Source: an optimization exercise on an open RTL-to-GDS flow (aim: small area). Production flows keep margins and buffers that such runs may drop.
Only simulation tests tie the RTL to the original design; equivalence was not proved.
Power is estimated from default activity; no workload was simulated.

==> inputs of job 9912 <==
==> flow/design.v <==
module rename_stage #(
    parameter int ARCH_REGS = 32,
    parameter int PHYS_REGS = 128,
    parameter int FL_DEPTH  = 128
) (
    input  logic          clk,
    input  logic          reset,
    input  logic          valid_in,
    output logic          ready_in,
    input  logic [$clog2(ARCH_REGS)-1:0] rs1,
    input  logic [$clog2(ARCH_REGS)-1:0] rs2,
    input  logic [$clog2(ARCH_REGS)-1:0] rd,
    input  logic          rd_write,
    input  logic [1:0]    fu_in,
    input  logic          is_branch,
    output logic          valid_out,
    input  logic          ready_out,
    output logic [$clog2(PHYS_REGS)-1:0] ps1,
    output logic [$clog2(PHYS_REGS)-1:0] ps2,
    output logic [$clog2(PHYS_REGS)-1:0] pd_new,
    output logic [$clog2(PHYS_REGS)-1:0] pd_old,
    output logic [1:0]    fu_out,
    input  logic          retire_valid,
    input  logic [$clog2(PHYS_REGS)-1:0] retire_pd,
    input  logic          br_resolve,
    input  logic          mispredict
);
    localparam int PW    = $clog2(PHYS_REGS);
    localparam int NFREE = PHYS_REGS - ARCH_REGS;       
    localparam int SW    = $clog2(NFREE);                
    function automatic logic [SW:0] ptr_inc(input logic [SW:0] p);
        logic [SW:0] r;
        r = p + 1'b1;
        if (p[SW-1:0] == SW'(NFREE - 1)) r = {~p[SW], {SW{1'b0}}};
        ptr_inc = r;
    endfunction
    logic [PW-1:0] map_q      [1:ARCH_REGS-1];
    logic [PW-1:0] map_d      [1:ARCH_REGS-1];
    logic [PW-1:0] ckpt_map_q [1:ARCH_REGS-1];
    logic [PW-1:0] fl_q       [NFREE];
    logic [SW:0]   rd_ptr_q, rd_ptr_d, wr_ptr_q, ckpt_rd_ptr_q;
    logic          fl_wrapped_q;    
    logic          ckpt_valid_q;
    logic          valid_out_q;
    logic [PW-1:0] ps1_q, ps2_q, pd_new_q, pd_old_q;
    logic [1:0]    fu_out_q;
    logic          alloc, fl_empty, restore, ready, accept, do_retire;
    logic          head_written;
    logic [PW-1:0] head, pd_alloc;
    function automatic logic [PW-1:0] map_rd(input logic [$clog2(ARCH_REGS)-1:0] a);
        logic [PW-1:0] v;
        v = '0;
        for (int i = 1; i < ARCH_REGS; i++)
            if (a == i) v = map_q[i];
        map_rd = v;
    endfunction
    assign alloc     = rd_write && (rd != '0);
    assign fl_empty  = (wr_ptr_q == rd_ptr_q);
    assign restore   = br_resolve && mispredict;
    assign ready     = (!valid_out_q || ready_out) && !(alloc && fl_empty) &&
                       !(is_branch && ckpt_valid_q) && !restore;
    assign accept    = valid_in && ready;
    assign do_retire = retire_valid && (retire_pd != '0);
    assign head_written = fl_wrapped_q || (rd_ptr_q[SW-1:0] < wr_ptr_q[SW-1:0]);
    assign head      = head_written ? fl_q[rd_ptr_q[SW-1:0]]
                                    : PW'(rd_ptr_q[SW-1:0]) + PW'(ARCH_REGS);
    assign pd_alloc  = alloc ? head : '0;
    assign ready_in  = ready;
    assign valid_out = valid_out_q;
    assign ps1       = ps1_q;
    assign ps2       = ps2_q;
    assign pd_new    = pd_new_q;
    assign pd_old    = pd_old_q;
    assign fu_out    = fu_out_q;
    always_comb begin
        for (int i = 1; i < ARCH_REGS; i++)
            map_d[i] = (accept && alloc && rd == i) ? head : map_q[i];
        rd_ptr_d = (accept && alloc) ? ptr_inc(rd_ptr_q) : rd_ptr_q;
    end
    always_ff @(posedge clk or posedge reset) begin
        if (reset) begin
            for (int i = 1; i < ARCH_REGS; i++) map_q[i] <= PW'(i);
            rd_ptr_q <= '0;
        end else if (restore) begin
            for (int i = 1; i < ARCH_REGS; i++) map_q[i] <= ckpt_map_q[i];
            rd_ptr_q <= ckpt_rd_ptr_q;
        end else begin
            for (int i = 1; i < ARCH_REGS; i++) map_q[i] <= map_d[i];
            rd_ptr_q <= rd_ptr_d;
        end
    end
    always_ff @(posedge clk or posedge reset) begin
        if (reset) begin
            ckpt_valid_q <= 1'b0;
        end else if (accept && is_branch) begin
            ckpt_valid_q <= 1'b1;
        end else if (br_resolve) begin
            ckpt_valid_q <= 1'b0;
        end
    end
    always_ff @(posedge clk) begin
        if (accept && is_branch) begin
            for (int i = 1; i < ARCH_REGS; i++) ckpt_map_q[i] <= map_d[i];
            ckpt_rd_ptr_q <= rd_ptr_d;
        end
    end
    always_ff @(posedge clk or posedge reset) begin
        if (reset) begin
            wr_ptr_q     <= {1'b1, {SW{1'b0}}};
            fl_wrapped_q <= 1'b0;
        end else if (do_retire) begin
            wr_ptr_q <= ptr_inc(wr_ptr_q);
            if (wr_ptr_q[SW-1:0] == SW'(NFREE - 1)) fl_wrapped_q <= 1'b1;
        end
    end
    always_ff @(posedge clk) begin
        for (int i = 0; i < NFREE; i++)
            if (do_retire && wr_ptr_q[SW-1:0] == SW'(i)) fl_q[i] <= retire_pd;
    end
    always_ff @(posedge clk or posedge reset) begin
        if (reset) begin
            valid_out_q <= 1'b0;
        end else if (restore) begin
            valid_out_q <= 1'b0;
        end else if (accept) begin
            valid_out_q <= 1'b1;
        end else if (ready_out) begin
            valid_out_q <= 1'b0;
        end
    end
    always_ff @(posedge clk) begin
        if (accept) begin
            ps1_q    <= map_rd(rs1);
            ps2_q    <= map_rd(rs2);
            pd_new_q <= pd_alloc;
            pd_old_q <= map_rd(rd);
            fu_out_q <= fu_in;
        end
    end
endmodule
==> flow/run.sh <==
#!/bin/bash
# synth_recipe.tcl (not shown) runs the flow's synth.tcl, then flattens the netlist and writes it again
# the make line also repeats each setting of config.mk as NAME=value (left out here)
make -C /OpenROAD-flow-scripts/flow DESIGN_CONFIG=/design/flow/config.mk WORK_HOME=/design/flow/orfs CLKGATE_MAP_FILE= SYNTH_SCRIPT=/design/flow/synth_recipe.tcl finish
==> flow/config.mk <==
export PLATFORM = sky130hd
export DESIGN_NAME = rename_stage
export DESIGN_NICKNAME = rename_stage
export VERILOG_FILES = /design/flow/design.v
export SDC_FILE = /design/flow/constraint.sdc
export NUM_CORES = 4
export LEC_CHECK = 0
export CAP_MARGIN = 20
export CORE_MARGIN = 2
export CORE_UTILIZATION = 40
export SLEW_MARGIN = 20
==> flow/constraint.sdc <==
create_clock -name core_clock -period 6.5 [get_ports {clk}]
set_input_delay 1.3000 -clock core_clock [delete_from_list [all_inputs] [get_ports {clk}]]
set_output_delay 1.3000 -clock core_clock [all_outputs]
set_load 0.01 [all_outputs]
==> job 4123: changes against job 9912 <==
--- a/flow/design.v
+++ b/flow/design.v
@@ -40,7 +40,7 @@
     logic [PW-1:0] fl_q       [NFREE];
     logic [SW:0]   rd_ptr_q, rd_ptr_d, wr_ptr_q, ckpt_rd_ptr_q;
     logic          fl_wrapped_q;    
-    logic          ckpt_valid_q;
+    logic          ckpt_valid_q, ckpt_take_q;
     logic          valid_out_q;
     logic [PW-1:0] ps1_q, ps2_q, pd_new_q, pd_old_q;
     logic [1:0]    fu_out_q;
@@ -98,10 +98,14 @@
             ckpt_valid_q <= 1'b0;
         end
     end
+    always_ff @(posedge clk or posedge reset) begin
+        if (reset) ckpt_take_q <= 1'b0;
+        else       ckpt_take_q <= accept && is_branch;
+    end
     always_ff @(posedge clk) begin
-        if (accept && is_branch) begin
-            for (int i = 1; i < ARCH_REGS; i++) ckpt_map_q[i] <= map_d[i];
-            ckpt_rd_ptr_q <= rd_ptr_d;
+        if (ckpt_take_q) begin
+            for (int i = 1; i < ARCH_REGS; i++) ckpt_map_q[i] <= map_q[i];
+            ckpt_rd_ptr_q <= rd_ptr_q;
         end
     end
     always_ff @(posedge clk or posedge reset) begin
==> flow/flow/run.sh (new file) <==
#!/bin/bash
set -euo pipefail
here=$PWD
cfg() { sed -n "s/^export $1 = //p" config.mk; }
args="-sink_clustering_enable -repair_clock_nets -dont_use_dummy_load"
[[ -n "$(cfg CTS_BUF_LIST)" ]] && args="$args -buf_list {$(cfg CTS_BUF_LIST)}"
[[ -n "$(cfg CTS_CLUSTER_SIZE)" ]] && args="$args -sink_clustering_size $(cfg CTS_CLUSTER_SIZE)"
[[ -n "$(cfg CTS_CLUSTER_DIAMETER)" ]] && args="$args -sink_clustering_max_diameter $(cfg CTS_CLUSTER_DIAMETER)"
export CTS_ARGS="$args"
export FLOW_ABC_SCRIPT=$here/flow/area.abc
export FLOW_SYNTH_TCL=$here/synth_recipe.tcl
# Port buffers: the smallest buffer; repair_design sizes or buffers behind it as needed.
export BUFFER_PORTS_ARGS="-buffer_cell sky130_fd_sc_hd__buf_1"
echo "CTS_ARGS=$CTS_ARGS" > cts_args.log
bash standard.sh SYNTH_SCRIPT=$here/flow/synth.tcl finish > standard_flow.log 2>&1
==> flow/flow/area.abc (new file) <==
strash
&get -n
&deepsyn -T 60
&dch -f
&nf -R 1000
&put
topo
stime -c
==> flow/flow/synth.tcl (new file) <==
# The standard synthesis (synth_recipe.tcl, unchanged), except that ABC maps
# the combinational logic with flow/area.abc: deeper area-oriented logic
# optimisation and mapping, and no buffering or sizing (placement repairs
# those). Flip-flops are mapped by dfflibmap before ABC runs, as usual.
proc abc {args} {
  set i [lsearch -exact $args -script]
  if {$i >= 0} {
    set args [lreplace $args [expr {$i + 1}] [expr {$i + 1}] $::env(FLOW_ABC_SCRIPT)]
  }
  yosys abc {*}$args
}
source $::env(FLOW_SYNTH_TCL)
==> flow/standard.sh (new file) <==
#!/bin/bash
# synth_recipe.tcl (not shown) runs the flow's synth.tcl, then flattens the netlist and writes it again
# the make line also repeats each setting of config.mk as NAME=value (left out here)
make -C /OpenROAD-flow-scripts/flow DESIGN_CONFIG=/design/flow/config.mk WORK_HOME=/design/flow/orfs CLKGATE_MAP_FILE= SYNTH_SCRIPT=/design/flow/synth_recipe.tcl "${@:-finish}"
Settings changed: ABC_AREA set to 1, CORE_UTILIZATION 40 to 58, CTS_BUF_LIST set to sky130_fd_sc_hd__clkbuf_2 sky130_fd_sc_hd__clkbuf_4, CTS_CLUSTER_DIAMETER set to 35, CTS_CLUSTER_SIZE set to 8, GPL_TIMING_DRIVEN set to 0, SETUP_SLACK_MARGIN set to 0.6.
removed: flow/run.sh
==> run notes <==
In job 9912 the register-to-register slack is higher than in job 4123, by 0.30 ns.
Against job 9912, the cell count of job 4123 is lower by 37%.
First-iteration DRC count: job 4123 is higher than job 9912 (20%).
Between job 9912 and job 4123, the lower area after synthesis is in job 4123 (gap about 24%, measured against job 4123).
Job 4123 passed the timing, design-rule and antenna checks. Job 9912 went through all stages and came out clean.
Between job 4123 and job 9912, the lower synthesized cell count is in job 4123 (gap about 40%, measured against job 9912).
Against job 9912, the setup slack of job 4123 is worse by 0.30 ns.
Against job 4123, the clock power of job 9912 is larger by about 90%.
Against job 9912, the sequential power of job 4123 is larger by about 1%.
Global-route usage: job 9912 is lower than job 4123 (16 points).
Of job 4123 and job 9912, job 4123 has the higher utilization (gap 19 points).
==> figures <==
|  | job 4123 | job 9912 |
|---|---|---|
| Outcome | complete, no violations | complete, no violations |
| Clock root cell | clkbuf_4 | clkbuf_16 |
| Clock network area share | 0.0271 | 0.0629 |
| HP Class | in -> async | reg -> reg |
| Maximum number of pins on one net before global-route repair | 81 | 170 |
| Minimum setup slack among reg-to-reg paths | 0.31 ns | 0.61 ns |
| Worst Path Required | 7.39 ns | 7.11 ns |
| Post-Synth Simple-Gate Area | 0.0772 | 0.164 |
| Core utilization of the finished layout | 0.645 | 0.457 |
| Min Hold Slack | 0.153 ns | 0.439 ns |
| Met2 layer wire length in the routed design | 88600 um | 109000 um |
| Average wire length per cell after detail routing | 45.9 um | 35.6 um |
| Die Area | 0.0810 mm^2 | 0.144 mm^2 |
| Area used by multi-input combinational logic | 0.0121 mm^2 | 0.0209 mm^2 |
| Clock group power | 3.67 mW | 7.12 mW |
| Total number of multi-input combinational cells | 1883 | 3420 |
| Synthesized net count | 3109 | 5101 |
| M2 GR Usage | 0.745 | 0.509 |
| Worst setup slack before clock tree synthesis | 0.559 ns | 0.835 ns |
| Delay of the slowest cell on the worst path | 0.81 ns | 0.96 ns |
| Placer congestion estimate | 1.11 | 1.03 |
| Peak supply drop | 0.243 mV | 0.259 mV |

what the ideal ports hide:
How much do the figures lean on ideal ports? The routed layouts below were timed once more, with nothing changed but the port constraints.
Step 1 assumes that a clkbuf_16 drives the clock port and a buf_2 every other input.
Step 2 also shifts input and output timing later by t, the mid clock arrival at the registers, as if the neighbouring blocks saw the same clock.
a / b / c = no drivers / after step 1 / after step 2; a / b = the first two.
run	shift t [ns]	setup slack, ns	worst setup path after step 2	worst register clock-pin slew, ns	cell pins on the clock port's net
job 9912	0.873	0.615 / 0.615 / 0.615	register to register	0.07 / 0.07	1
job 4123	1.167	0.315 / 0.315 / 0.315	register to register	0.10 / 0.10	1
After both steps setup and hold are still met in every run listed.
